Context: an optimization exercise on an open-source flow, tuned for small area, a short achievable clock period and few clock cycles. The choices shown serve that exercise and are no tape-out recipe.
The RTL was checked by simulation tests, not by an equivalence proof against the original design.
Power figures rest on the tool's default switching activity, not on a simulated workload.

==> design/flow/design.v <==
package pcpi_mmul_pkg;
  localparam logic [6:0] OPC_CUSTOM0 = 7'b0001011;
  localparam logic [2:0] F3_WRITE = 3'b000;
  localparam logic [2:0] F3_READ  = 3'b010;
  localparam logic [2:0] F3_RUN   = 3'b111;
  localparam logic [2:0] F3_CLEAR = 3'b101;
  localparam logic [7:0] REG_A      = 8'h00;
  localparam logic [7:0] REG_B      = 8'h40;
  localparam logic [7:0] REG_BIAS   = 8'h80;
  localparam logic [7:0] REG_THRESH = 8'hC0;
  typedef enum logic [1:0] {
    S_IDLE,
    S_RESP,
    S_RUN,
    S_DONE
  } state_t;
endpackage
module pcpi_mmul_pe (
  input  logic [16:0] a,
  input  logic [7:0] one,
  input  logic [7:0] two,
  input  logic [7:0] neg,
  input  logic [32:0] x0,
  input  logic [32:0] x1,
  output logic [32:0] s,
  output logic [32:0] c
);
  wire neg0 = neg[0];
  wire one0 = one[0];
  wire two0 = two[0];
  wire [17:0] pp0 = ({18{one0}} & {a[16], a} | {18{two0}} & {a, 1'b0}) ^ {18{neg0}};
  wire neg1 = neg[1];
  wire one1 = one[1];
  wire two1 = two[1];
  wire [17:0] pp1 = ({18{one1}} & {a[16], a} | {18{two1}} & {a, 1'b0}) ^ {18{neg1}};
  wire neg2 = neg[2];
  wire one2 = one[2];
  wire two2 = two[2];
  wire [17:0] pp2 = ({18{one2}} & {a[16], a} | {18{two2}} & {a, 1'b0}) ^ {18{neg2}};
  wire neg3 = neg[3];
  wire one3 = one[3];
  wire two3 = two[3];
  wire [17:0] pp3 = ({18{one3}} & {a[16], a} | {18{two3}} & {a, 1'b0}) ^ {18{neg3}};
  wire neg4 = neg[4];
  wire one4 = one[4];
  wire two4 = two[4];
  wire [17:0] pp4 = ({18{one4}} & {a[16], a} | {18{two4}} & {a, 1'b0}) ^ {18{neg4}};
  wire neg5 = neg[5];
  wire one5 = one[5];
  wire two5 = two[5];
  wire [17:0] pp5 = ({18{one5}} & {a[16], a} | {18{two5}} & {a, 1'b0}) ^ {18{neg5}};
  wire neg6 = neg[6];
  wire one6 = one[6];
  wire two6 = two[6];
  wire [17:0] pp6 = ({18{one6}} & {a[16], a} | {18{two6}} & {a, 1'b0}) ^ {18{neg6}};
  wire neg7 = neg[7];
  wire one7 = one[7];
  wire two7 = two[7];
  wire [17:0] pp7 = ({18{one7}} & {a[16], a} | {18{two7}} & {a, 1'b0}) ^ {18{neg7}};
  wire s1;
  wire c2;
  assign s1 = pp0[12] ^ pp1[10];
  assign c2 = pp0[12] & pp1[10];
  wire s3;
  wire c4;
  assign s3 = pp0[13] ^ pp1[11];
  assign c4 = pp0[13] & pp1[11];
  wire s5;
  wire c6;
  assign s5 = pp0[14] ^ pp1[12] ^ pp2[10];
  assign c6 = (pp0[14] & pp1[12]) | (pp0[14] & pp2[10]) | (pp1[12] & pp2[10]);
  wire s7;
  wire c8;
  assign s7 = pp3[8] ^ pp4[6];
  assign c8 = pp3[8] & pp4[6];
  wire s9;
  wire c10;
  assign s9 = pp0[15] ^ pp1[13] ^ pp2[11];
  assign c10 = (pp0[15] & pp1[13]) | (pp0[15] & pp2[11]) | (pp1[13] & pp2[11]);
  wire s11;
  wire c12;
  assign s11 = pp3[9] ^ pp4[7];
  assign c12 = pp3[9] & pp4[7];
  wire s13;
  wire c14;
  assign s13 = pp0[16] ^ pp1[14] ^ pp2[12];
  assign c14 = (pp0[16] & pp1[14]) | (pp0[16] & pp2[12]) | (pp1[14] & pp2[12]);
  wire s15;
  wire c16;
  assign s15 = pp3[10] ^ pp4[8];
  assign c16 = pp3[10] & pp4[8];
  wire s17;
  wire c18;
  assign s17 = ~pp0[17] ^ pp1[15] ^ pp2[13];
  assign c18 = (~pp0[17] & pp1[15]) | (~pp0[17] & pp2[13]) | (pp1[15] & pp2[13]);
  wire s19;
  wire c20;
  assign s19 = pp3[11] ^ pp4[9] ^ pp5[7];
  assign c20 = (pp3[11] & pp4[9]) | (pp3[11] & pp5[7]) | (pp4[9] & pp5[7]);
  wire s21;
  wire c22;
  assign s21 = pp1[16] ^ pp2[14] ^ pp3[12];
  assign c22 = (pp1[16] & pp2[14]) | (pp1[16] & pp3[12]) | (pp2[14] & pp3[12]);
  wire s23;
  wire c24;
  assign s23 = pp4[10] ^ pp5[8];
  assign c24 = pp4[10] & pp5[8];
  wire s25;
  wire c26;
  assign s25 = ~pp1[17] ^ pp2[15] ^ pp3[13];
  assign c26 = (~pp1[17] & pp2[15]) | (~pp1[17] & pp3[13]) | (pp2[15] & pp3[13]);
  wire s27;
  wire c28;
  assign s27 = pp2[16] ^ pp3[14];
  assign c28 = pp2[16] & pp3[14];
  wire s29;
  wire c30;
  assign s29 = pp0[6] ^ pp1[4];
  assign c30 = pp0[6] & pp1[4];
  wire s31;
  wire c32;
  assign s31 = pp0[7] ^ pp1[5];
  assign c32 = pp0[7] & pp1[5];
  wire s33;
  wire c34;
  assign s33 = pp0[8] ^ pp1[6] ^ pp2[4];
  assign c34 = (pp0[8] & pp1[6]) | (pp0[8] & pp2[4]) | (pp1[6] & pp2[4]);
  wire s35;
  wire c36;
  assign s35 = pp3[2] ^ pp4[0];
  assign c36 = pp3[2] & pp4[0];
  wire s37;
  wire c38;
  assign s37 = pp0[9] ^ pp1[7] ^ pp2[5];
  assign c38 = (pp0[9] & pp1[7]) | (pp0[9] & pp2[5]) | (pp1[7] & pp2[5]);
  wire s39;
  wire c40;
  assign s39 = pp3[3] ^ pp4[1];
  assign c40 = pp3[3] & pp4[1];
  wire s41;
  wire c42;
  assign s41 = pp0[10] ^ pp1[8] ^ pp2[6];
  assign c42 = (pp0[10] & pp1[8]) | (pp0[10] & pp2[6]) | (pp1[8] & pp2[6]);
  wire s43;
  wire c44;
  assign s43 = pp3[4] ^ pp4[2] ^ pp5[0];
  assign c44 = (pp3[4] & pp4[2]) | (pp3[4] & pp5[0]) | (pp4[2] & pp5[0]);
  wire s45;
  wire c46;
  assign s45 = neg5 ^ x0[10];
  assign c46 = neg5 & x0[10];
  wire s47;
  wire c48;
  assign s47 = pp0[11] ^ pp1[9] ^ pp2[7];
  assign c48 = (pp0[11] & pp1[9]) | (pp0[11] & pp2[7]) | (pp1[9] & pp2[7]);
  wire s49;
  wire c50;
  assign s49 = pp3[5] ^ pp4[3] ^ pp5[1];
  assign c50 = (pp3[5] & pp4[3]) | (pp3[5] & pp5[1]) | (pp4[3] & pp5[1]);
  wire s51;
  wire c52;
  assign s51 = x0[11] ^ x1[11];
  assign c52 = x0[11] & x1[11];
  wire s53;
  wire c54;
  assign s53 = s1 ^ pp2[8] ^ pp3[6];
  assign c54 = (s1 & pp2[8]) | (s1 & pp3[6]) | (pp2[8] & pp3[6]);
  wire s55;
  wire c56;
  assign s55 = pp4[4] ^ pp5[2] ^ pp6[0];
  assign c56 = (pp4[4] & pp5[2]) | (pp4[4] & pp6[0]) | (pp5[2] & pp6[0]);
  wire s57;
  wire c58;
  assign s57 = neg6 ^ x0[12] ^ x1[12];
  assign c58 = (neg6 & x0[12]) | (neg6 & x1[12]) | (x0[12] & x1[12]);
  wire s59;
  wire c60;
  assign s59 = c2 ^ s3 ^ pp2[9];
  assign c60 = (c2 & s3) | (c2 & pp2[9]) | (s3 & pp2[9]);
  wire s61;
  wire c62;
  assign s61 = pp3[7] ^ pp4[5] ^ pp5[3];
  assign c62 = (pp3[7] & pp4[5]) | (pp3[7] & pp5[3]) | (pp4[5] & pp5[3]);
  wire s63;
  wire c64;
  assign s63 = pp6[1] ^ x0[13] ^ x1[13];
  assign c64 = (pp6[1] & x0[13]) | (pp6[1] & x1[13]) | (x0[13] & x1[13]);
  wire s65;
  wire c66;
  assign s65 = c4 ^ s5 ^ s7;
  assign c66 = (c4 & s5) | (c4 & s7) | (s5 & s7);
  wire s67;
  wire c68;
  assign s67 = pp5[4] ^ pp6[2] ^ pp7[0];
  assign c68 = (pp5[4] & pp6[2]) | (pp5[4] & pp7[0]) | (pp6[2] & pp7[0]);
  wire s69;
  wire c70;
  assign s69 = neg7 ^ x0[14] ^ x1[14];
  assign c70 = (neg7 & x0[14]) | (neg7 & x1[14]) | (x0[14] & x1[14]);
  wire s71;
  wire c72;
  assign s71 = c6 ^ c8 ^ s9;
  assign c72 = (c6 & c8) | (c6 & s9) | (c8 & s9);
  wire s73;
  wire c74;
  assign s73 = s11 ^ pp5[5] ^ pp6[3];
  assign c74 = (s11 & pp5[5]) | (s11 & pp6[3]) | (pp5[5] & pp6[3]);
  wire s75;
  wire c76;
  assign s75 = pp7[1] ^ x0[15] ^ x1[15];
  assign c76 = (pp7[1] & x0[15]) | (pp7[1] & x1[15]) | (x0[15] & x1[15]);
  wire s77;
  wire c78;
  assign s77 = c10 ^ c12 ^ s13;
  assign c78 = (c10 & c12) | (c10 & s13) | (c12 & s13);
  wire s79;
  wire c80;
  assign s79 = s15 ^ pp5[6] ^ pp6[4];
  assign c80 = (s15 & pp5[6]) | (s15 & pp6[4]) | (pp5[6] & pp6[4]);
  wire s81;
  wire c82;
  assign s81 = pp7[2] ^ x0[16] ^ x1[16];
  assign c82 = (pp7[2] & x0[16]) | (pp7[2] & x1[16]) | (x0[16] & x1[16]);
  wire s83;
  wire c84;
  assign s83 = c14 ^ c16 ^ s17;
  assign c84 = (c14 & c16) | (c14 & s17) | (c16 & s17);
  wire s85;
  wire c86;
  assign s85 = s19 ^ pp6[5] ^ pp7[3];
  assign c86 = (s19 & pp6[5]) | (s19 & pp7[3]) | (pp6[5] & pp7[3]);
  wire s87;
  wire c88;
  assign s87 = x0[17] ^ x1[17] ^ 1'b1;
  assign c88 = (x0[17] & x1[17]) | (x0[17] & 1'b1) | (x1[17] & 1'b1);
  wire s89;
  wire c90;
  assign s89 = c18 ^ c20 ^ s21;
  assign c90 = (c18 & c20) | (c18 & s21) | (c20 & s21);
  wire s91;
  wire c92;
  assign s91 = s23 ^ pp6[6] ^ pp7[4];
  assign c92 = (s23 & pp6[6]) | (s23 & pp7[4]) | (pp6[6] & pp7[4]);
  wire s93;
  wire c94;
  assign s93 = x0[18] ^ x1[18] ^ 1'b1;
  assign c94 = (x0[18] & x1[18]) | (x0[18] & 1'b1) | (x1[18] & 1'b1);
  wire s95;
  wire c96;
  assign s95 = c22 ^ c24 ^ s25;
  assign c96 = (c22 & c24) | (c22 & s25) | (c24 & s25);
  wire s97;
  wire c98;
  assign s97 = pp4[11] ^ pp5[9] ^ pp6[7];
  assign c98 = (pp4[11] & pp5[9]) | (pp4[11] & pp6[7]) | (pp5[9] & pp6[7]);
  wire s99;
  wire c100;
  assign s99 = pp7[5] ^ x0[19] ^ x1[19];
  assign c100 = (pp7[5] & x0[19]) | (pp7[5] & x1[19]) | (x0[19] & x1[19]);
  wire s101;
  wire c102;
  assign s101 = c26 ^ s27 ^ pp4[12];
  assign c102 = (c26 & s27) | (c26 & pp4[12]) | (s27 & pp4[12]);
  wire s103;
  wire c104;
  assign s103 = pp5[10] ^ pp6[8] ^ pp7[6];
  assign c104 = (pp5[10] & pp6[8]) | (pp5[10] & pp7[6]) | (pp6[8] & pp7[6]);
  wire s105;
  wire c106;
  assign s105 = x0[20] ^ x1[20] ^ 1'b1;
  assign c106 = (x0[20] & x1[20]) | (x0[20] & 1'b1) | (x1[20] & 1'b1);
  wire s107;
  wire c108;
  assign s107 = c28 ^ ~pp2[17] ^ pp3[15];
  assign c108 = (c28 & ~pp2[17]) | (c28 & pp3[15]) | (~pp2[17] & pp3[15]);
  wire s109;
  wire c110;
  assign s109 = pp4[13] ^ pp5[11] ^ pp6[9];
  assign c110 = (pp4[13] & pp5[11]) | (pp4[13] & pp6[9]) | (pp5[11] & pp6[9]);
  wire s111;
  wire c112;
  assign s111 = pp7[7] ^ x0[21] ^ x1[21];
  assign c112 = (pp7[7] & x0[21]) | (pp7[7] & x1[21]) | (x0[21] & x1[21]);
  wire s113;
  wire c114;
  assign s113 = pp3[16] ^ pp4[14] ^ pp5[12];
  assign c114 = (pp3[16] & pp4[14]) | (pp3[16] & pp5[12]) | (pp4[14] & pp5[12]);
  wire s115;
  wire c116;
  assign s115 = pp6[10] ^ pp7[8] ^ x0[22];
  assign c116 = (pp6[10] & pp7[8]) | (pp6[10] & x0[22]) | (pp7[8] & x0[22]);
  wire s117;
  wire c118;
  assign s117 = x1[22] ^ 1'b1;
  assign c118 = x1[22] & 1'b1;
  wire s119;
  wire c120;
  assign s119 = ~pp3[17] ^ pp4[15] ^ pp5[13];
  assign c120 = (~pp3[17] & pp4[15]) | (~pp3[17] & pp5[13]) | (pp4[15] & pp5[13]);
  wire s121;
  wire c122;
  assign s121 = pp6[11] ^ pp7[9] ^ x0[23];
  assign c122 = (pp6[11] & pp7[9]) | (pp6[11] & x0[23]) | (pp7[9] & x0[23]);
  wire s123;
  wire c124;
  assign s123 = pp4[16] ^ pp5[14] ^ pp6[12];
  assign c124 = (pp4[16] & pp5[14]) | (pp4[16] & pp6[12]) | (pp5[14] & pp6[12]);
  wire s125;
  wire c126;
  assign s125 = pp7[10] ^ x0[24];
  assign c126 = pp7[10] & x0[24];
  wire s127;
  wire c128;
  assign s127 = ~pp4[17] ^ pp5[15] ^ pp6[13];
  assign c128 = (~pp4[17] & pp5[15]) | (~pp4[17] & pp6[13]) | (pp5[15] & pp6[13]);
  wire s129;
  wire c130;
  assign s129 = pp5[16] ^ pp6[14];
  assign c130 = pp5[16] & pp6[14];
  wire s131;
  wire c132;
  assign s131 = pp0[2] ^ pp1[0];
  assign c132 = pp0[2] & pp1[0];
  wire s133;
  wire c134;
  assign s133 = pp0[3] ^ pp1[1];
  assign c134 = pp0[3] & pp1[1];
  wire s135;
  wire c136;
  assign s135 = pp0[4] ^ pp1[2] ^ pp2[0];
  assign c136 = (pp0[4] & pp1[2]) | (pp0[4] & pp2[0]) | (pp1[2] & pp2[0]);
  wire s137;
  wire c138;
  assign s137 = neg2 ^ x0[4];
  assign c138 = neg2 & x0[4];
  wire s139;
  wire c140;
  assign s139 = pp0[5] ^ pp1[3] ^ pp2[1];
  assign c140 = (pp0[5] & pp1[3]) | (pp0[5] & pp2[1]) | (pp1[3] & pp2[1]);
  wire s141;
  wire c142;
  assign s141 = x0[5] ^ x1[5];
  assign c142 = x0[5] & x1[5];
  wire s143;
  wire c144;
  assign s143 = s29 ^ pp2[2] ^ pp3[0];
  assign c144 = (s29 & pp2[2]) | (s29 & pp3[0]) | (pp2[2] & pp3[0]);
  wire s145;
  wire c146;
  assign s145 = neg3 ^ x0[6] ^ x1[6];
  assign c146 = (neg3 & x0[6]) | (neg3 & x1[6]) | (x0[6] & x1[6]);
  wire s147;
  wire c148;
  assign s147 = c30 ^ s31 ^ pp2[3];
  assign c148 = (c30 & s31) | (c30 & pp2[3]) | (s31 & pp2[3]);
  wire s149;
  wire c150;
  assign s149 = pp3[1] ^ x0[7] ^ x1[7];
  assign c150 = (pp3[1] & x0[7]) | (pp3[1] & x1[7]) | (x0[7] & x1[7]);
  wire s151;
  wire c152;
  assign s151 = c32 ^ s33 ^ s35;
  assign c152 = (c32 & s33) | (c32 & s35) | (s33 & s35);
  wire s153;
  wire c154;
  assign s153 = neg4 ^ x0[8] ^ x1[8];
  assign c154 = (neg4 & x0[8]) | (neg4 & x1[8]) | (x0[8] & x1[8]);
  wire s155;
  wire c156;
  assign s155 = c34 ^ c36 ^ s37;
  assign c156 = (c34 & c36) | (c34 & s37) | (c36 & s37);
  wire s157;
  wire c158;
  assign s157 = s39 ^ x0[9] ^ x1[9];
  assign c158 = (s39 & x0[9]) | (s39 & x1[9]) | (x0[9] & x1[9]);
  wire s159;
  wire c160;
  assign s159 = c38 ^ c40 ^ s41;
  assign c160 = (c38 & c40) | (c38 & s41) | (c40 & s41);
  wire s161;
  wire c162;
  assign s161 = s43 ^ s45 ^ x1[10];
  assign c162 = (s43 & s45) | (s43 & x1[10]) | (s45 & x1[10]);
  wire s163;
  wire c164;
  assign s163 = c42 ^ c44 ^ c46;
  assign c164 = (c42 & c44) | (c42 & c46) | (c44 & c46);
  wire s165;
  wire c166;
  assign s165 = s47 ^ s49 ^ s51;
  assign c166 = (s47 & s49) | (s47 & s51) | (s49 & s51);
  wire s167;
  wire c168;
  assign s167 = c48 ^ c50 ^ c52;
  assign c168 = (c48 & c50) | (c48 & c52) | (c50 & c52);
  wire s169;
  wire c170;
  assign s169 = s53 ^ s55 ^ s57;
  assign c170 = (s53 & s55) | (s53 & s57) | (s55 & s57);
  wire s171;
  wire c172;
  assign s171 = c54 ^ c56 ^ c58;
  assign c172 = (c54 & c56) | (c54 & c58) | (c56 & c58);
  wire s173;
  wire c174;
  assign s173 = s59 ^ s61 ^ s63;
  assign c174 = (s59 & s61) | (s59 & s63) | (s61 & s63);
  wire s175;
  wire c176;
  assign s175 = c60 ^ c62 ^ c64;
  assign c176 = (c60 & c62) | (c60 & c64) | (c62 & c64);
  wire s177;
  wire c178;
  assign s177 = s65 ^ s67 ^ s69;
  assign c178 = (s65 & s67) | (s65 & s69) | (s67 & s69);
  wire s179;
  wire c180;
  assign s179 = c66 ^ c68 ^ c70;
  assign c180 = (c66 & c68) | (c66 & c70) | (c68 & c70);
  wire s181;
  wire c182;
  assign s181 = s71 ^ s73 ^ s75;
  assign c182 = (s71 & s73) | (s71 & s75) | (s73 & s75);
  wire s183;
  wire c184;
  assign s183 = c72 ^ c74 ^ c76;
  assign c184 = (c72 & c74) | (c72 & c76) | (c74 & c76);
  wire s185;
  wire c186;
  assign s185 = s77 ^ s79 ^ s81;
  assign c186 = (s77 & s79) | (s77 & s81) | (s79 & s81);
  wire s187;
  wire c188;
  assign s187 = c78 ^ c80 ^ c82;
  assign c188 = (c78 & c80) | (c78 & c82) | (c80 & c82);
  wire s189;
  wire c190;
  assign s189 = s83 ^ s85 ^ s87;
  assign c190 = (s83 & s85) | (s83 & s87) | (s85 & s87);
  wire s191;
  wire c192;
  assign s191 = c84 ^ c86 ^ c88;
  assign c192 = (c84 & c86) | (c84 & c88) | (c86 & c88);
  wire s193;
  wire c194;
  assign s193 = s89 ^ s91 ^ s93;
  assign c194 = (s89 & s91) | (s89 & s93) | (s91 & s93);
  wire s195;
  wire c196;
  assign s195 = c90 ^ c92 ^ c94;
  assign c196 = (c90 & c92) | (c90 & c94) | (c92 & c94);
  wire s197;
  wire c198;
  assign s197 = s95 ^ s97 ^ s99;
  assign c198 = (s95 & s97) | (s95 & s99) | (s97 & s99);
  wire s199;
  wire c200;
  assign s199 = c96 ^ c98 ^ c100;
  assign c200 = (c96 & c98) | (c96 & c100) | (c98 & c100);
  wire s201;
  wire c202;
  assign s201 = s101 ^ s103 ^ s105;
  assign c202 = (s101 & s103) | (s101 & s105) | (s103 & s105);
  wire s203;
  wire c204;
  assign s203 = c102 ^ c104 ^ c106;
  assign c204 = (c102 & c104) | (c102 & c106) | (c104 & c106);
  wire s205;
  wire c206;
  assign s205 = s107 ^ s109 ^ s111;
  assign c206 = (s107 & s109) | (s107 & s111) | (s109 & s111);
  wire s207;
  wire c208;
  assign s207 = c108 ^ c110 ^ c112;
  assign c208 = (c108 & c110) | (c108 & c112) | (c110 & c112);
  wire s209;
  wire c210;
  assign s209 = s113 ^ s115 ^ s117;
  assign c210 = (s113 & s115) | (s113 & s117) | (s115 & s117);
  wire s211;
  wire c212;
  assign s211 = c114 ^ c116 ^ c118;
  assign c212 = (c114 & c116) | (c114 & c118) | (c116 & c118);
  wire s213;
  wire c214;
  assign s213 = s119 ^ s121 ^ x1[23];
  assign c214 = (s119 & s121) | (s119 & x1[23]) | (s121 & x1[23]);
  wire s215;
  wire c216;
  assign s215 = c120 ^ c122 ^ s123;
  assign c216 = (c120 & c122) | (c120 & s123) | (c122 & s123);
  wire s217;
  wire c218;
  assign s217 = s125 ^ x1[24] ^ 1'b1;
  assign c218 = (s125 & x1[24]) | (s125 & 1'b1) | (x1[24] & 1'b1);
  wire s219;
  wire c220;
  assign s219 = c124 ^ c126 ^ s127;
  assign c220 = (c124 & c126) | (c124 & s127) | (c126 & s127);
  wire s221;
  wire c222;
  assign s221 = pp7[11] ^ x0[25] ^ x1[25];
  assign c222 = (pp7[11] & x0[25]) | (pp7[11] & x1[25]) | (x0[25] & x1[25]);
  wire s223;
  wire c224;
  assign s223 = c128 ^ s129 ^ pp7[12];
  assign c224 = (c128 & s129) | (c128 & pp7[12]) | (s129 & pp7[12]);
  wire s225;
  wire c226;
  assign s225 = x0[26] ^ x1[26] ^ 1'b1;
  assign c226 = (x0[26] & x1[26]) | (x0[26] & 1'b1) | (x1[26] & 1'b1);
  wire s227;
  wire c228;
  assign s227 = c130 ^ ~pp5[17] ^ pp6[15];
  assign c228 = (c130 & ~pp5[17]) | (c130 & pp6[15]) | (~pp5[17] & pp6[15]);
  wire s229;
  wire c230;
  assign s229 = pp7[13] ^ x0[27] ^ x1[27];
  assign c230 = (pp7[13] & x0[27]) | (pp7[13] & x1[27]) | (x0[27] & x1[27]);
  wire s231;
  wire c232;
  assign s231 = pp6[16] ^ pp7[14] ^ x0[28];
  assign c232 = (pp6[16] & pp7[14]) | (pp6[16] & x0[28]) | (pp7[14] & x0[28]);
  wire s233;
  wire c234;
  assign s233 = x1[28] ^ 1'b1;
  assign c234 = x1[28] & 1'b1;
  wire s235;
  wire c236;
  assign s235 = ~pp6[17] ^ pp7[15] ^ x0[29];
  assign c236 = (~pp6[17] & pp7[15]) | (~pp6[17] & x0[29]) | (pp7[15] & x0[29]);
  wire s237;
  wire c238;
  assign s237 = pp7[16] ^ x0[30];
  assign c238 = pp7[16] & x0[30];
  wire s239;
  wire c240;
  assign s239 = pp0[0] ^ neg0;
  assign c240 = pp0[0] & neg0;
  wire s241;
  wire c242;
  assign s241 = pp0[1] ^ x0[1];
  assign c242 = pp0[1] & x0[1];
  wire s243;
  wire c244;
  assign s243 = s131 ^ neg1 ^ x0[2];
  assign c244 = (s131 & neg1) | (s131 & x0[2]) | (neg1 & x0[2]);
  wire s245;
  wire c246;
  assign s245 = c132 ^ s133 ^ x0[3];
  assign c246 = (c132 & s133) | (c132 & x0[3]) | (s133 & x0[3]);
  wire s247;
  wire c248;
  assign s247 = c134 ^ s135 ^ s137;
  assign c248 = (c134 & s135) | (c134 & s137) | (s135 & s137);
  wire s249;
  wire c250;
  assign s249 = c136 ^ c138 ^ s139;
  assign c250 = (c136 & c138) | (c136 & s139) | (c138 & s139);
  wire s251;
  wire c252;
  assign s251 = c140 ^ c142 ^ s143;
  assign c252 = (c140 & c142) | (c140 & s143) | (c142 & s143);
  wire s253;
  wire c254;
  assign s253 = c144 ^ c146 ^ s147;
  assign c254 = (c144 & c146) | (c144 & s147) | (c146 & s147);
  wire s255;
  wire c256;
  assign s255 = c148 ^ c150 ^ s151;
  assign c256 = (c148 & c150) | (c148 & s151) | (c150 & s151);
  wire s257;
  wire c258;
  assign s257 = c152 ^ c154 ^ s155;
  assign c258 = (c152 & c154) | (c152 & s155) | (c154 & s155);
  wire s259;
  wire c260;
  assign s259 = c156 ^ c158 ^ s159;
  assign c260 = (c156 & c158) | (c156 & s159) | (c158 & s159);
  wire s261;
  wire c262;
  assign s261 = c160 ^ c162 ^ s163;
  assign c262 = (c160 & c162) | (c160 & s163) | (c162 & s163);
  wire s263;
  wire c264;
  assign s263 = c164 ^ c166 ^ s167;
  assign c264 = (c164 & c166) | (c164 & s167) | (c166 & s167);
  wire s265;
  wire c266;
  assign s265 = c168 ^ c170 ^ s171;
  assign c266 = (c168 & c170) | (c168 & s171) | (c170 & s171);
  wire s267;
  wire c268;
  assign s267 = c172 ^ c174 ^ s175;
  assign c268 = (c172 & c174) | (c172 & s175) | (c174 & s175);
  wire s269;
  wire c270;
  assign s269 = c176 ^ c178 ^ s179;
  assign c270 = (c176 & c178) | (c176 & s179) | (c178 & s179);
  wire s271;
  wire c272;
  assign s271 = c180 ^ c182 ^ s183;
  assign c272 = (c180 & c182) | (c180 & s183) | (c182 & s183);
  wire s273;
  wire c274;
  assign s273 = c184 ^ c186 ^ s187;
  assign c274 = (c184 & c186) | (c184 & s187) | (c186 & s187);
  wire s275;
  wire c276;
  assign s275 = c188 ^ c190 ^ s191;
  assign c276 = (c188 & c190) | (c188 & s191) | (c190 & s191);
  wire s277;
  wire c278;
  assign s277 = c192 ^ c194 ^ s195;
  assign c278 = (c192 & c194) | (c192 & s195) | (c194 & s195);
  wire s279;
  wire c280;
  assign s279 = c196 ^ c198 ^ s199;
  assign c280 = (c196 & c198) | (c196 & s199) | (c198 & s199);
  wire s281;
  wire c282;
  assign s281 = c200 ^ c202 ^ s203;
  assign c282 = (c200 & c202) | (c200 & s203) | (c202 & s203);
  wire s283;
  wire c284;
  assign s283 = c204 ^ c206 ^ s207;
  assign c284 = (c204 & c206) | (c204 & s207) | (c206 & s207);
  wire s285;
  wire c286;
  assign s285 = c208 ^ c210 ^ s211;
  assign c286 = (c208 & c210) | (c208 & s211) | (c210 & s211);
  wire s287;
  wire c288;
  assign s287 = c212 ^ c214 ^ s215;
  assign c288 = (c212 & c214) | (c212 & s215) | (c214 & s215);
  wire s289;
  wire c290;
  assign s289 = c216 ^ c218 ^ s219;
  assign c290 = (c216 & c218) | (c216 & s219) | (c218 & s219);
  wire s291;
  wire c292;
  assign s291 = c220 ^ c222 ^ s223;
  assign c292 = (c220 & c222) | (c220 & s223) | (c222 & s223);
  wire s293;
  wire c294;
  assign s293 = c224 ^ c226 ^ s227;
  assign c294 = (c224 & c226) | (c224 & s227) | (c226 & s227);
  wire s295;
  wire c296;
  assign s295 = c228 ^ c230 ^ s231;
  assign c296 = (c228 & c230) | (c228 & s231) | (c230 & s231);
  wire s297;
  wire c298;
  assign s297 = c232 ^ c234 ^ s235;
  assign c298 = (c232 & c234) | (c232 & s235) | (c234 & s235);
  wire s299;
  wire c300;
  assign s299 = c236 ^ s237 ^ x1[30];
  assign c300 = (c236 & s237) | (c236 & x1[30]) | (s237 & x1[30]);
  wire s301;
  wire c302;
  assign s301 = c238 ^ ~pp7[17] ^ x0[31];
  assign c302 = (c238 & ~pp7[17]) | (c238 & x0[31]) | (~pp7[17] & x0[31]);
  wire s303;
  wire c304;
  assign s303 = x0[32] ^ x1[32];
  assign c304 = x0[32] & x1[32];
  wire s305;
  wire c306;
  assign s305 = s239 ^ x0[0];
  assign c306 = s239 & x0[0];
  wire s307;
  wire c308;
  assign s307 = c240 ^ s241 ^ x1[1];
  assign c308 = (c240 & s241) | (c240 & x1[1]) | (s241 & x1[1]);
  wire s309;
  wire c310;
  assign s309 = c242 ^ s243 ^ x1[2];
  assign c310 = (c242 & s243) | (c242 & x1[2]) | (s243 & x1[2]);
  wire s311;
  wire c312;
  assign s311 = c244 ^ s245 ^ x1[3];
  assign c312 = (c244 & s245) | (c244 & x1[3]) | (s245 & x1[3]);
  wire s313;
  wire c314;
  assign s313 = c246 ^ s247 ^ x1[4];
  assign c314 = (c246 & s247) | (c246 & x1[4]) | (s247 & x1[4]);
  wire s315;
  wire c316;
  assign s315 = c248 ^ s249 ^ s141;
  assign c316 = (c248 & s249) | (c248 & s141) | (s249 & s141);
  wire s317;
  wire c318;
  assign s317 = c250 ^ s251 ^ s145;
  assign c318 = (c250 & s251) | (c250 & s145) | (s251 & s145);
  wire s319;
  wire c320;
  assign s319 = c252 ^ s253 ^ s149;
  assign c320 = (c252 & s253) | (c252 & s149) | (s253 & s149);
  wire s321;
  wire c322;
  assign s321 = c254 ^ s255 ^ s153;
  assign c322 = (c254 & s255) | (c254 & s153) | (s255 & s153);
  wire s323;
  wire c324;
  assign s323 = c256 ^ s257 ^ s157;
  assign c324 = (c256 & s257) | (c256 & s157) | (s257 & s157);
  wire s325;
  wire c326;
  assign s325 = c258 ^ s259 ^ s161;
  assign c326 = (c258 & s259) | (c258 & s161) | (s259 & s161);
  wire s327;
  wire c328;
  assign s327 = c260 ^ s261 ^ s165;
  assign c328 = (c260 & s261) | (c260 & s165) | (s261 & s165);
  wire s329;
  wire c330;
  assign s329 = c262 ^ s263 ^ s169;
  assign c330 = (c262 & s263) | (c262 & s169) | (s263 & s169);
  wire s331;
  wire c332;
  assign s331 = c264 ^ s265 ^ s173;
  assign c332 = (c264 & s265) | (c264 & s173) | (s265 & s173);
  wire s333;
  wire c334;
  assign s333 = c266 ^ s267 ^ s177;
  assign c334 = (c266 & s267) | (c266 & s177) | (s267 & s177);
  wire s335;
  wire c336;
  assign s335 = c268 ^ s269 ^ s181;
  assign c336 = (c268 & s269) | (c268 & s181) | (s269 & s181);
  wire s337;
  wire c338;
  assign s337 = c270 ^ s271 ^ s185;
  assign c338 = (c270 & s271) | (c270 & s185) | (s271 & s185);
  wire s339;
  wire c340;
  assign s339 = c272 ^ s273 ^ s189;
  assign c340 = (c272 & s273) | (c272 & s189) | (s273 & s189);
  wire s341;
  wire c342;
  assign s341 = c274 ^ s275 ^ s193;
  assign c342 = (c274 & s275) | (c274 & s193) | (s275 & s193);
  wire s343;
  wire c344;
  assign s343 = c276 ^ s277 ^ s197;
  assign c344 = (c276 & s277) | (c276 & s197) | (s277 & s197);
  wire s345;
  wire c346;
  assign s345 = c278 ^ s279 ^ s201;
  assign c346 = (c278 & s279) | (c278 & s201) | (s279 & s201);
  wire s347;
  wire c348;
  assign s347 = c280 ^ s281 ^ s205;
  assign c348 = (c280 & s281) | (c280 & s205) | (s281 & s205);
  wire s349;
  wire c350;
  assign s349 = c282 ^ s283 ^ s209;
  assign c350 = (c282 & s283) | (c282 & s209) | (s283 & s209);
  wire s351;
  wire c352;
  assign s351 = c284 ^ s285 ^ s213;
  assign c352 = (c284 & s285) | (c284 & s213) | (s285 & s213);
  wire s353;
  wire c354;
  assign s353 = c286 ^ s287 ^ s217;
  assign c354 = (c286 & s287) | (c286 & s217) | (s287 & s217);
  wire s355;
  wire c356;
  assign s355 = c288 ^ s289 ^ s221;
  assign c356 = (c288 & s289) | (c288 & s221) | (s289 & s221);
  wire s357;
  wire c358;
  assign s357 = c290 ^ s291 ^ s225;
  assign c358 = (c290 & s291) | (c290 & s225) | (s291 & s225);
  wire s359;
  wire c360;
  assign s359 = c292 ^ s293 ^ s229;
  assign c360 = (c292 & s293) | (c292 & s229) | (s293 & s229);
  wire s361;
  wire c362;
  assign s361 = c294 ^ s295 ^ s233;
  assign c362 = (c294 & s295) | (c294 & s233) | (s295 & s233);
  wire s363;
  wire c364;
  assign s363 = c296 ^ s297 ^ x1[29];
  assign c364 = (c296 & s297) | (c296 & x1[29]) | (s297 & x1[29]);
  wire s365;
  wire c366;
  assign s365 = c298 ^ s299 ^ 1'b1;
  assign c366 = (c298 & s299) | (c298 & 1'b1) | (s299 & 1'b1);
  wire s367;
  wire c368;
  assign s367 = c300 ^ s301 ^ x1[31];
  assign c368 = (c300 & s301) | (c300 & x1[31]) | (s301 & x1[31]);
  wire s369;
  wire c370;
  assign s369 = c302 ^ s303 ^ 1'b1;
  assign c370 = (c302 & s303) | (c302 & 1'b1) | (s303 & 1'b1);
  assign s = {c368, c366, c364, c362, c360, c358, c356, c354, c352, c350, c348, c346, c344, c342, c340, c338, c336, c334, c332, c330, c328, c326, c324, c322, c320, c318, c316, c314, c312, c310, c308, c306, s305};
  assign c = {s369, s367, s365, s363, s361, s359, s357, s355, s353, s351, s349, s347, s345, s343, s341, s339, s337, s335, s333, s331, s329, s327, s325, s323, s321, s319, s317, s315, s313, s311, s309, s307, x1[0]};
endmodule
module pcpi_systolic_mmul #(
  parameter int N    = 3,
  parameter int DW   = 16,
  parameter int ACCW = 2*DW+$clog2(N)+1
) (
  input  logic        clk,
  input  logic        resetn,
  input  logic        pcpi_valid,
  input  logic [31:0] pcpi_insn,
  input  logic [31:0] pcpi_rs1,
  input  logic [31:0] pcpi_rs2,
  output logic        pcpi_wr,
  output logic [31:0] pcpi_rd,
  output logic        pcpi_wait,
  output logic        pcpi_ready
);
  localparam int NN = 9;
  localparam int PW = 33;
  logic [15:0]   a_m    [NN];
  logic [15:0]   b_m    [NN];
  logic [15:0]   thresh;
  logic [PW-1:0] cp     [NN];
  logic [PW-1:0] c_m    [NN];    
  logic [NN-1:0] c_ovf;          
  logic          c_zero;         
  function automatic logic [8:0] rot_row(input logic [8:0] x);
    rot_row = {x[7:6], x[8], x[4:3], x[5], x[1:0], x[2]};
  endfunction
  function automatic logic [8:0] rot_col(input logic [8:0] x);
    rot_col = {x[5:0], x[8:6]};
  endfunction
  logic [2:0] f3;
  logic       is_op, blocked;
  logic       f_write, f_read, f_run, f_clear, accept;
  assign f3      = pcpi_insn[14:12];
  assign is_op   = pcpi_valid && (pcpi_insn[6:0] == pcpi_mmul_pkg::OPC_CUSTOM0) && !blocked;
  assign f_write = is_op && (f3 == pcpi_mmul_pkg::F3_WRITE);
  assign f_read  = is_op && (f3 == pcpi_mmul_pkg::F3_READ);
  assign f_run   = is_op && (f3 == pcpi_mmul_pkg::F3_RUN);
  assign f_clear = is_op && (f3 == pcpi_mmul_pkg::F3_CLEAR);
  assign accept  = f_write || f_read || f_run || f_clear;
  logic [7:0] idx;
  logic [8:0] idx_oh;      
  logic       hi_zero, w_ok;
  assign idx     = pcpi_rs1[7:0];
  assign hi_zero = (pcpi_rs1[31:8] == '0);
  always_comb
    for (int k = 0; k < NN; k++) idx_oh[k] = (idx[3:0] == 4'(k));
  assign w_ok    = hi_zero && (((idx[7:6] != 2'b11) && (idx[5:4] == 2'b00) && (|idx_oh))
                               || (idx == pcpi_mmul_pkg::REG_THRESH));
  logic [PW-1:0] rd_raw;
  logic          rd_ovf;
  logic [31:0]   rd_val;
  always_comb begin
    rd_raw = '0;
    rd_ovf = 1'b0;
    for (int k = 0; k < NN; k++) begin
      rd_raw = rd_raw | (c_m[k] & {PW{idx_oh[k]}});
      rd_ovf = rd_ovf | (c_ovf[k] & idx_oh[k]);
    end
    rd_val = rd_ovf ? {rd_raw[32], {31{~rd_raw[32]}}} : rd_raw[31:0];
    if (idx[7:4] != 4'd0 || c_zero) rd_val = '0;
  end
  logic          rst_q;        
  logic          w_pend;       
  logic [1:0]    w_mat;        
  logic [8:0]    w_oh;         
  logic [2:0]    w_r, w_c;     
  logic [15:0]   w_data;       
  logic        s1_act;
  logic [8:0]  s1_tgt;
  logic [8:0] tgt0;
  always_comb
    tgt0 = (w_mat == 2'd0) ? {2'b00, w_r[2], 2'b00, w_r[1], 2'b00, w_r[0]} : {6'd0, w_c};
  logic       nx_isa;          
  logic       nx_bias;         
  logic [1:0] nx_cnt;          
  logic ld0, ld_ab, ld_bias, step, step_bias;
  assign ld0       = w_pend && (w_mat != 2'd3);
  assign ld_ab     = w_pend && !w_mat[1];
  assign ld_bias   = w_pend && (w_mat == 2'd2);
  assign step      = !ld0 && (nx_cnt != 2'd0);
  assign step_bias = step && nx_bias;
  logic [8:0]  sel_a, sel_b;
  logic [15:0] mux_a, mux_b, m_val, op_val;
  logic        m_from_b;
  logic [16:0] delta, mcand;
  always_comb begin
    m_from_b = ld_ab ? (w_mat == 2'd1) : (step && !nx_isa);
    mux_a = '0;
    mux_b = '0;
    for (int k = 0; k < NN; k++) begin
      mux_a = mux_a | ({16{sel_a[k]}} & a_m[k]);
      mux_b = mux_b | ({16{sel_b[k]}} & b_m[k]);
    end
    m_val  = m_from_b ? mux_b : mux_a;
    op_val = m_from_b ? mux_a : mux_b;
    delta  = {w_data[15], w_data} - {m_val[15], m_val};
    mcand  = (ld_bias || step_bias) ? {m_val[15], m_val} : delta;
  end
  logic [7:0] b_one, b_two, b_neg;
  always_comb begin
    for (int i = 0; i < 8; i++) begin
      logic [2:0] d;
      d = {op_val[2*i+1], op_val[2*i], (i == 0) ? 1'b0 : op_val[(i == 0) ? 0 : 2*i-1]};
      b_neg[i] = d[2] & ~(d[1] & d[0]);
      b_one[i] = d[1] ^ d[0];
      b_two[i] = (d == 3'b011) || (d == 3'b100);
    end
  end
  logic [16:0]   s1_delta;
  logic [7:0]    s1_one, s1_two, s1_neg;
  logic [1:0]    s1_xm;
  logic [8:0]    s2_tgt;       
  logic [PW-1:0] s2_s, s2_c, cp_sum;
  logic [PW-1:0] x0, x1, pp_s, pp_c;
  always_comb begin
    x0 = '0;
    for (int k = 0; k < NN; k++)
      x0 = x0 | (cp[k] & {PW{s1_tgt[k] && s1_xm == 2'd0}});
    x0 = x0 | ({{17{w_data[15]}}, w_data} & {PW{s1_xm == 2'd1}})
            | (s2_s & {PW{s1_xm == 2'd2}});
    x1 = s2_c & {PW{s1_xm == 2'd2}};
  end
  pcpi_mmul_pe u_mul (
    .a   (s1_delta),
    .one (s1_one),
    .two (s1_two),
    .neg (s1_neg),
    .x0  (x0),
    .x1  (x1),
    .s   (pp_s),
    .c   (pp_c)
  );
  assign cp_sum = s2_s + s2_c;
  function automatic logic ge16(input logic [15:0] x, input logic [15:0] y);
    logic [15:0] g, q;
    logic [7:0]  g1, q1;
    logic [3:0]  g2, q2;
    logic [1:0]  g3, q3;
    g = x & ~y;
    q = x | ~y;
    for (int i = 0; i < 8; i++) begin
      g1[i] = g[2*i+1] | (q[2*i+1] & g[2*i]);
      q1[i] = q[2*i+1] & q[2*i];
    end
    for (int i = 0; i < 4; i++) begin
      g2[i] = g1[2*i+1] | (q1[2*i+1] & g1[2*i]);
      q2[i] = q1[2*i+1] & q1[2*i];
    end
    for (int i = 0; i < 2; i++) begin
      g3[i] = g2[2*i+1] | (q2[2*i+1] & g2[2*i]);
      q3[i] = q2[2*i+1] & q2[2*i];
    end
    ge16 = g3[1] | (q3[1] & (g3[0] | q3[0]));
  endfunction
  function automatic logic ge_t(input logic [PW-1:0] v, input logic [15:0] t);
    if (v[32:15] == '0 || v[32:15] == '1)
      ge_t = ge16({~v[15], v[14:0]}, {~t[15], t[14:0]});
    else
      ge_t = ~v[32];
  endfunction
  logic [8:0] mask;
  always_comb
    for (int k = 0; k < NN; k++) mask[k] = ge_t(cp[k], thresh);
  logic run_pend, busy, answer;
  assign busy   = w_pend || s1_act || (nx_cnt != '0) || (s2_tgt != '0);
  assign answer = run_pend && !busy;
  always_ff @(posedge clk) begin
    pcpi_wr <= f3[1];
    pcpi_rd <= f3[0] ? {23'd0, mask} : rd_val;
    w_mat   <= idx[7:6];
    w_oh    <= idx_oh;
    w_r     <= {idx_oh[8] | idx_oh[7] | idx_oh[6], idx_oh[5] | idx_oh[4] | idx_oh[3], idx_oh[2] | idx_oh[1] | idx_oh[0]};
    w_c     <= {idx_oh[8] | idx_oh[5] | idx_oh[2], idx_oh[7] | idx_oh[4] | idx_oh[1], idx_oh[6] | idx_oh[3] | idx_oh[0]};
    if (!resetn || f_write) w_data <= resetn ? pcpi_rs2[15:0] : 16'd0;
    if (!resetn) begin
      rst_q      <= 1'b1;
      blocked    <= 1'b0;
      pcpi_ready <= 1'b0;
      pcpi_wait  <= 1'b0;
      run_pend   <= 1'b0;
      w_pend     <= 1'b0;
    end else begin
      rst_q      <= 1'b0;
      pcpi_ready <= f_write || f_read || f_clear || answer;
      if (!pcpi_valid) blocked <= 1'b0;
      if (accept) blocked <= 1'b1;
      w_pend <= f_write && w_ok;
      if (f_run) begin
        run_pend  <= 1'b1;
        pcpi_wait <= 1'b1;
      end
      if (answer) begin
        run_pend  <= 1'b0;
        pcpi_wait <= 1'b0;
      end
    end
  end
  always_ff @(posedge clk) begin
    if (!resetn || f_clear) c_zero <= 1'b1;
    else if (answer)        c_zero <= 1'b0;
    for (int k = 0; k < NN; k++)
      if (answer) begin
        c_m[k]   <= cp[k];
        c_ovf[k] <= cp[k][32] ^ cp[k][31];
      end
  end
  always_ff @(posedge clk) begin
    for (int k = 0; k < NN; k++) begin
      if (rst_q || (w_pend && w_mat == 2'd0 && w_oh[k])) a_m[k] <= w_data;
      if (rst_q || (w_pend && w_mat == 2'd1 && w_oh[k])) b_m[k] <= w_data;
    end
    if (rst_q || (w_pend && w_mat == 2'd3)) thresh <= w_data;
  end
  always_ff @(posedge clk) begin
    if (!resetn) begin
      s1_act <= 1'b0;
      nx_cnt <= '0;
    end else if (ld0) begin
      s1_act   <= 1'b1;
      s1_delta <= mcand;
      s1_tgt   <= ld_bias ? w_oh : tgt0;
      s1_xm    <= ld_bias ? 2'd1 : (s1_act && (s1_tgt & tgt0) != '0) ? 2'd2 : 2'd0;
      nx_cnt   <= 2'd2;
      nx_isa   <= (w_mat != 2'd1);
      nx_bias  <= ld_bias;
    end else if (step) begin
      s1_act <= 1'b1;
      if (nx_bias) s1_delta <= mcand;
      s1_tgt <= nx_bias ? s1_tgt : nx_isa ? rot_row(s1_tgt) : rot_col(s1_tgt);
      s1_xm  <= nx_bias ? 2'd2 : 2'd0;
      nx_cnt <= nx_cnt - 2'd1;
    end else begin
      s1_act <= 1'b0;
    end
    s1_one <= b_one;
    s1_two <= b_two;
    s1_neg <= b_neg;
  end
  logic [2:0] i_r, i_c;
  logic       rot_a, rot_b, bias_now;
  always_comb begin
    i_r = {idx_oh[8] | idx_oh[7] | idx_oh[6], idx_oh[5] | idx_oh[4] | idx_oh[3], idx_oh[2] | idx_oh[1] | idx_oh[0]};
    i_c = {idx_oh[8] | idx_oh[5] | idx_oh[2], idx_oh[7] | idx_oh[4] | idx_oh[1], idx_oh[6] | idx_oh[3] | idx_oh[0]};
    rot_a    = ld0 ? (w_mat != 2'd0) : (step && (!nx_isa || nx_bias));
    rot_b    = ld0 ? (w_mat != 2'd1) : (step && nx_isa);
    bias_now = ld0 ? ld_bias : nx_bias;
  end
  always_ff @(posedge clk) begin
    if (f_write) begin
      case (idx[7:6])
        2'd0: begin                                    
          sel_a <= idx_oh;
          sel_b <= {2'b00, i_c[2], 2'b00, i_c[1], 2'b00, i_c[0]};
        end
        2'd1: begin                                    
          sel_a <= {6'd0, i_r};
          sel_b <= idx_oh;
        end
        default: begin                                 
          sel_a <= {2'b00, i_r[2], 2'b00, i_r[1], 2'b00, i_r[0]};
          sel_b <= {6'd0, i_c};
        end
      endcase
    end else begin
      if (rot_a) sel_a <= bias_now ? rot_row(sel_a) : rot_col(sel_a);
      if (rot_b) sel_b <= bias_now ? rot_col(sel_b) : rot_row(sel_b);
    end
  end
  always_ff @(posedge clk) begin
    if (!resetn) begin
      s2_tgt <= '0;
      s2_s   <= '0;
      s2_c   <= '0;
    end else begin
      s2_tgt <= s1_act ? s1_tgt : 9'd0;
      s2_s   <= pp_s;
      s2_c   <= pp_c;
    end
    for (int k = 0; k < NN; k++)
      if (rst_q || s2_tgt[k]) cp[k] <= cp_sum;
  end
endmodule
==> design/flow/flow/run.sh <==
#!/bin/bash
set -euo pipefail
export SETUP_SLACK_MARGIN=9.9
export BUFFER_PORTS_ARGS="-buffer_cell sky130_fd_sc_hd__buf_4"
bash standard.sh > standard.log 2>&1
==> design/flow/standard.sh <==
#!/bin/bash
# synth_recipe.tcl (not shown) runs the flow's synth.tcl, then flattens the netlist and writes it again
# the make line also repeats each setting of config.mk as NAME=value (left out here)
make -C /OpenROAD-flow-scripts/flow DESIGN_CONFIG=/design/flow/config.mk WORK_HOME=/design/flow/orfs CLKGATE_MAP_FILE= SYNTH_SCRIPT=/design/flow/synth_recipe.tcl "${@:-finish}"
==> design/flow/config.mk <==
export PLATFORM = sky130hd
export DESIGN_NAME = pcpi_systolic_mmul
export DESIGN_NICKNAME = pcpi_systolic_mmul
export VERILOG_FILES = /design/flow/design.v
export SDC_FILE = /design/flow/constraint.sdc
export NUM_CORES = 4
export LEC_CHECK = 0
export CAP_MARGIN = 20
export CORE_MARGIN = 2
export CORE_UTILIZATION = 40
export CTS_BUF_LIST = sky130_fd_sc_hd__clkbuf_16
export CTS_CLUSTER_DIAMETER = 80
export CTS_CLUSTER_SIZE = 24
export SLEW_MARGIN = 20
==> design/flow/constraint.sdc <==
create_clock -name core_clock -period 14.0 [get_ports {clk}]
set_input_delay 2.8000 -clock core_clock [delete_from_list [all_inputs] [get_ports {clk}]]
set_output_delay 2.8000 -clock core_clock [all_outputs]
set_load 0.01 [all_outputs]
==> reports/results.tsv, run 1 <==
metric	value	unit
cts_buffers	58	
crit_required	14.63	ns
slowest_delay	0.35	ns
gr-total-overflow	0	
rows	133	
initial_core_util	40.38	%
drt_wl_total	177700	um
dp.cells	5619	
final-instance-count-excl-fill	5842	
synthCells	3955	
synth_edf_count	971	
cp_max_fo	15	
die_h	368.5	um
grt_pass1_vias	34340	
vias_per_cell	6.190	
hold_viol_final	0	
synthFlopType	edfxtp_1	
antenna_found_initial	5	
synth_cell_types	80	
holdPathEnd	c_m[0][0]	
die_area	135800	um2
endpoint_kind	register	
gp_congestion	0.9538	
leakagePower	0.02170	uW
fill_cells	11660	
htreeDepth	2	
post-route-min-period	4.075	ns
hp-start	cp[0][0]	
clock-sinks	1129	
drv_slew	0	
syn-num-nets	4318	
max_freq	0.2454	GHz
yosysTopAreaCell	edfxtp_1	
startpoint	pcpi_rs1[2]	
synth.most_common_cell	edfxtp_1	
reg2reg_slack	9.96	ns
clock_path_buffers	3	
numPortBuffers	95	
grt_pass1_wl	247800	um
status	complete, no violations	
slowest_stage	a221oi_4	
syn_avg_cell_area	13.44	um2
ant_nets	0	
design_area	60000	um2
root_buffer	clkbuf_16	
synth-seq-area-share	60.82	%
ys_ff_latch	1129	
grt_max_degree	169	
finalCritPeriodShare	29.11	%
netlist_area	53150	um2
synth_top_cells_by_count	971 x edfxtp_1, 281 x a22oi_1, 273 x inv_1	
fin_nets	4399	
vias	36160	
synthArstFlopShare	0	%
drv_cap	0	
worst_slew_pin_slew	1.183	ns
reg2reg_from	s1_xm[1]	
area_delta_synth_final	12.90	%
power_density	234.1	nW/um2
worst_clock_skew	0.06787	ns
yosys_warnings	5	
grtUsageTotal	25.03	%
drive_gt1_share	13.88	%
relSlewSlack	20.57	%
power.total	14040	uW
cts_tree	yes	
drtIter0Drc	5381	
post-dp-hpwl	109300	um
critPathKind	in2reg	
reg2reg_depth	12	
rsz0062_at_grt	true	
ir_worst_vdd	0.1598	mV
insertion_delay	0.73	ns
routedWlPerCell	30.42	um
hp-class	reg2reg	
path_cells	buf_6 -> nor2b_4 -> and3b_2 -> a221oi_4 -> nand2_4 -> buf_4 -> bufbuf_16 -> a31o_4 -> a21oi_1	
clk_pin_slew_worst_paths	0.09	ns
place_area	56180	um2
netlist_top_cells_area	edfxtp_1 55%, dfxtp_1 6.0%, fa_1 5.8%	
die_w	368.5	um
startpoint_type	primary input	
drc_errors	0	
synth_top_area_share	54.86	%
core-area	131600	um2
r2r_end	s2_c[16]	
num_io_pins	134	
tns	0	ns
setup_viol	0	
drt_first_pass_iters	10	
cp.arrival	4.70	ns
hold_depth	0	
==> cell type report <==
type | instances | area, um2 | share of cell area [%]
repair buffers | 281 | 2867 | 4.777
inverters | 280 | 1060 | 1.766
flip-flops and latches | 1129 | 32350 | 53.92
diodes | 1 | 2.502 | 0.004171
clock inverters | 50 | 360.3 | 0.6006
clock buffers | 60 | 1501 | 2.502
well taps | 1755 | 2196 | 3.660
multi-input cells | 2286 | 19660 | 32.77
==> cells by family after synthesis <==
| logic type | Yosys count | share of synthesized area (%) |
|---|---|---|
| muxes | 67 | 1.304 |
| and+or+nand+nor | 702 | 6.995 |
| DFF | 1129 | 60.82 |
| buffers and inverters | 544 | 3.882 |
| adders and majority gates | 322 | 9.516 |
| xor gates and xnor gates | 186 | 3.065 |
| AOI/OAI and AO/OA | 1005 | 14.42 |
==> layout by cell type, fill, tap and decap left out, drive strengths merged, types with 109 or more instances in the layout <==
cell type  count
fa           154
a221oi       139
ha           110
dfxtp        158
xnor2        151
a22oi        281
nand2        163
a21oi        109
edfxtp       971
inv          318
buf          265
==> power by group <==
group	leakage [uW]	switching (uW)	internal, uW
Clock	0.00103	1130	811
Combinational	0.0101	3650	2620
Sequential	0.0106	967	4870
Total	0.0217	5750	8300
==> critical path: cells and delay by family <==
| kind | cells | cell delay (ns) |
|---|---|---|
| buffers and inverters | 3 | 0.64 |
| AND/OR/NAND/NOR | 3 | 0.54 |
| AO/OA/AOI/OAI | 3 | 0.69 |
==> worst max-delay path by stage <==
| stage | to | slack [ns] | depth (start not counted) |
|---|---|---|---|
| after floorplan | c_m[0][0] | 8.21 | 5 |
| after global placement | pcpi_rd[6] | 8.21 | 10 |
| after detailed placement | pcpi_rd[8] | 8.11 | 9 |
| after CTS | pcpi_rd[8] | 9.90 | 8 |
| after global routing | s2_c[16] | 9.84 | 12 |
| final | pcpi_rd[26] | 9.93 | 9 |
==> per-stage QoR <==
step | utilization (%) | hold slack [ns] | worst slack (ns)
floorplan | - | 0.4374 | 8.212
global placement | 42.68 | 0.4605 | 8.207
detailed placement | 42.68 | 0.4630 | 8.113
CTS | 44.91 | 0.4855 | 9.898
global route | 45.58 | 0.5001 | 9.841
finish | 45.58 | 0.4841 | 9.925
==> flip-flops by register name, indices dropped and copies added (netlist names), 17 cells and up <==
| name | flops |
|---|---|
| b_m | 144 |
| s2_s | 33 |
| s1_delta | 17 |
| s2_c | 33 |
| c_m | 297 |
| pcpi_rd | 32 |
| a_m | 144 |
| cp | 297 |
==> per-layer routing <==
metal / part of all wire, % / track usage (%)
met1: 39 / 34.64
met2: 46 / 39.98
met3: 11 / 4.607
met4: 3.8 / 7.763
met5: 0.014 / 0
==> what timing repair did <==
| action | CTS | global route |
|---|---|---|
| setup endpoints to repair | 145 | 119 |
| pin swaps | 13 | 18 |
| resized for setup | 106 | 74 |
| hold buffers | 0 | 0 |
| buffers inserted | 49 | 44 |
| cloned | 9 | 10 |
Testbench counts, summed over its fixed seeds: cycles 19,035.
==> run 2: changes to the inputs <==
--- a/design/flow/design.v
+++ b/design/flow/design.v
@@ -861,7 +861,6 @@
       rd_ovf = rd_ovf | (c_ovf[k] & idx_oh[k]);
     end
     rd_val = rd_ovf ? {rd_raw[32], {31{~rd_raw[32]}}} : rd_raw[31:0];
-    if (idx[7:4] != 4'd0 || c_zero) rd_val = '0;
   end
   logic          rst_q;        
   logic          w_pend;       
@@ -970,7 +969,8 @@
   assign answer = run_pend && !busy;
   always_ff @(posedge clk) begin
     pcpi_wr <= f3[1];
-    pcpi_rd <= f3[0] ? {23'd0, mask} : rd_val;
+    pcpi_rd <= (rd_val & {32{(idx[7:4] == 4'd0) && !c_zero && !answer}})
+             | ({23'd0, mask} & {32{answer}});
     w_mat   <= idx[7:6];
     w_oh    <= idx_oh;
     w_r     <= {idx_oh[8] | idx_oh[7] | idx_oh[6], idx_oh[5] | idx_oh[4] | idx_oh[3], idx_oh[2] | idx_oh[1] | idx_oh[0]};
==> design/flow/flow/run.sh (replaced) <==
#!/bin/bash
set -euo pipefail
export SETUP_SLACK_MARGIN=9.8
export BUFFER_PORTS_ARGS="-buffer_cell sky130_fd_sc_hd__buf_4"
bash standard.sh > standard.log 2>&1
--- a/design/flow/config.mk
+++ b/design/flow/config.mk
@@ -9,6 +9,6 @@
 export CORE_MARGIN = 2
 export CORE_UTILIZATION = 40
 export CTS_BUF_LIST = sky130_fd_sc_hd__clkbuf_16
-export CTS_CLUSTER_DIAMETER = 80
-export CTS_CLUSTER_SIZE = 24
+export CTS_CLUSTER_DIAMETER = 60
+export CTS_CLUSTER_SIZE = 20
 export SLEW_MARGIN = 20
==> reports/results.tsv, run 2 <==
metric	value	unit
status	complete, no violations	
drive_gt1_share	14.32	%
synth_edf_count	971	
crit_top_cell	buf_12	
num_io_pins	134	
startpoint_type	primary input	
vias_per_cell	6.081	
gr-total-overflow	0	
core-area	131600	um2
relSlewSlack	21.08	%
insertion_delay	0.74	ns
slowest_delay	0.46	ns
die_h	368.5	um
clk_pin_slew_worst_paths	0.08	ns
worst_clock_skew	0.06650	ns
synthCells	4014	
routedWlPerCell	29.03	um
ir_worst_vdd	0.1484	mV
clock_path_buffers	3	
cp.arrival	4.87	ns
drv_cap	0	
busiest_layer	met2	
cp_max_fo	8	
cts_buffers	89	
synth.most_common_cell	edfxtp_1	
layout_common_cells	971 x edfxtp_1, 288 x a22oi_1, 287 x inv_1, 230 x buf_4, 200 x nand2_1	
fin_nets	4493	
rows	133	
die_area	135800	um2
path_cells	buf_16 -> nor4bb_4 -> buf_12 -> a22oi_1 -> nand3_1 -> nor2_4 -> buf_12 -> or3_4 -> a21boi_1 -> o22ai_1 -> a31o_1	
area_delta_synth_final	15.10	%
grt_pass1_vias	34450	
root_buffer	clkbuf_16	
clock-sinks	1129	
critPathKind	in2reg	
hold_viol_final	0	
initial_core_util	40.36	%
use_met3	4.925	%
numPortBuffers	95	
antenna_found_initial	4	
synthArstFlopShare	0	%
rsz0062_at_grt	true	
ys_ff_latch	1129	
die_w	368.5	um
drtIter0Drc	5371	
ant_nets	0	
post-route-min-period	4.240	ns
reg.largest.list	c_m: 297 flops, cp: 297 flops	
drt_first_pass_iters	7	
worst_slew_pin_slew	1.175	ns
hold_slack	0.4627	ns
cts-hold-fix-buffers	0	
htreeDepth	3	
post-dp-hpwl	109500	um
fin_util	46.46	%
grtUsageMet2	39.31	%
synth-seq-area-share	60.83	%
syn-num-nets	4377	
gp_congestion	0.9511	
drc_errors	0	
grt_max_degree	155	
drv_slew	0	
slowest_stage	or3_4	
syn_avg_cell_area	13.24	um2
final_common_cell	edfxtp_1	
yosysTopAreaCell	edfxtp_1	
power_density	240.8	nW/um2
leakagePower	0.02243	uW
finalCritPeriodShare	30.29	%
hp-class	reg2reg	
tns	0	ns
synth_top_cells_by_count	971 x edfxtp_1, 290 x a22oi_1, 279 x inv_1	
synthFlopType	edfxtp_1	
netlist_top_cells_area	edfxtp_1 55%, dfxtp_1 6.0%, fa_1 5.8%	
endpoint_kind	register	
synth_top_area_share	54.88	%
cts_tree	yes	
synth_cell_types	77	
max_freq	0.2358	GHz
drt_wl_total	173000	um
pre_cts_ws	7.900	ns
fin_ws	9.760	ns
netlist_area	53130	um2
grtUsageTotal	24.97	%
crit_required	14.63	ns
setup_viol	0	
vias	36240	
use_met1	34.42	%
reg2reg_slack	9.89	ns
yosys_warnings	5	
grt_pass1_wl	246700	um
==> run 2: cell count changes in the layout (fill, tap and decap cells not counted), moves of 14 or more <==
cell       previous run  this run
nand2b_1             43        27
maj3_2               14        28
a31o_4               24         0
clkbuf_16            68        99
a21oi_1              94       121
nand3_1              74        97
nand2_1             156       200
inv_1               301       287
maj3_1               44        20
==> run 2: routing by layer <==
layer	vias to the layer above	routed length (um)
li1	15570	-
met1	18340	69990
met2	1984	78620
met3	344	17270
met4	4	7076
met5	-	27
==> run 2: final cells by class <==
type | instances | area, um2
diodes | 1 | 2.502
clock buffers | 93 | 2327
clock inverters | 72 | 848.3
fillers | 11550 | 70480
inverters | 291 | 1109
multi-input cells | 2332 | 19300
flip-flops and latches | 1129 | 32330
well taps | 1755 | 2196
repair buffers | 287 | 3037
==> run 2: power by group <==
group / total, uW / internal [uW] / switching [uW]
Clock: 2740 / 1380 / 1360
Sequential: 5770 / 4850 / 923
Combinational: 6220 / 2600 / 3620
Total: 14700 / 8820 / 5900
==> run 2: path summary, 6_finish.rpt <==
check | from | to | cells after the start
setup reg to reg | s1_xm[1] | s2_c[24] | 15
hold / removal | cp[4][16] | c_m[4][16] | 0
setup / recovery | pcpi_rs1[3] | pcpi_rd[1] | 11
hold reg to reg | cp[4][16] | c_m[4][16] | 0
==> run 2: logic make-up after synthesis <==
logic type	synth area share [%]
adder cells (fa/ha/maj)	9.363
multiplexers	1.104
AND/OR/NAND/NOR	7.378
AO/OA/AOI/OAI	14.35
buffers and inverters	3.935
flip-flops	60.83
XOR/XNOR	3.033
==> run 2: stage by stage <==
step	instance area [um2]	power (uW)	instances
global route	61150	15910	5959
finish	61150	14730	5960
floorplan	53470	9734	4014
detailed placement	55990	11840	5691
global placement	55990	11650	5691
CTS	60430	14660	5914
==> run 2: worst max-delay path: cells and delay by family <==
| kind | cells | cell delay, ns |
|---|---|---|
| AO/OA/AOI/OAI | 4 | 0.61 |
| AND/OR/NAND/NOR | 4 | 1.03 |
| buffers and inverters | 3 | 0.42 |
==> run 2: timing repair <==
action,in CTS,in global routing
setup buffers,45,38
resized for setup,127,64
cloned,13,7
endpoints found under the setup margin,111,57
pin swaps,14,25
Testbench counts of run 2, summed over its fixed seeds: cycles 19,035.

re-timing with driven ports:
In the flow no input, the clock included, has a driving cell. The finished layouts below were timed again as built, in two steps. Step 1: set_driving_cell puts a clkbuf_16 on clk and a buf_2 on each other input, an assumption about the parent block. Step 2 times the ports against the registers' clock, not the clock port: input delays grow and output delays shrink by t, the midpoint of the rising clock arrivals with the driver on. Three values: no drivers, after step 1, after step 2; two values: the first two.
| run | t (ns) | setup WS [ns] | worst hold slack (ns) | worst setup path at the end | pins driven straight from the clock port |
|---|---|---|---|---|---|
| run 1 | 0.766 | 9.925 / 9.860 / 9.201 | 0.484 / 0.484 / 0.484 | input to register | 1 |
| run 2 | 0.776 | 9.760 / 9.719 / 8.943 | 0.463 / 0.463 / 0.463 | input to register | 1 |
After both steps every run listed still meets setup and hold. For run 2, which loses most, drivers alone change the setup slack by -0.041 ns; drivers and shift together by -0.817 ns.
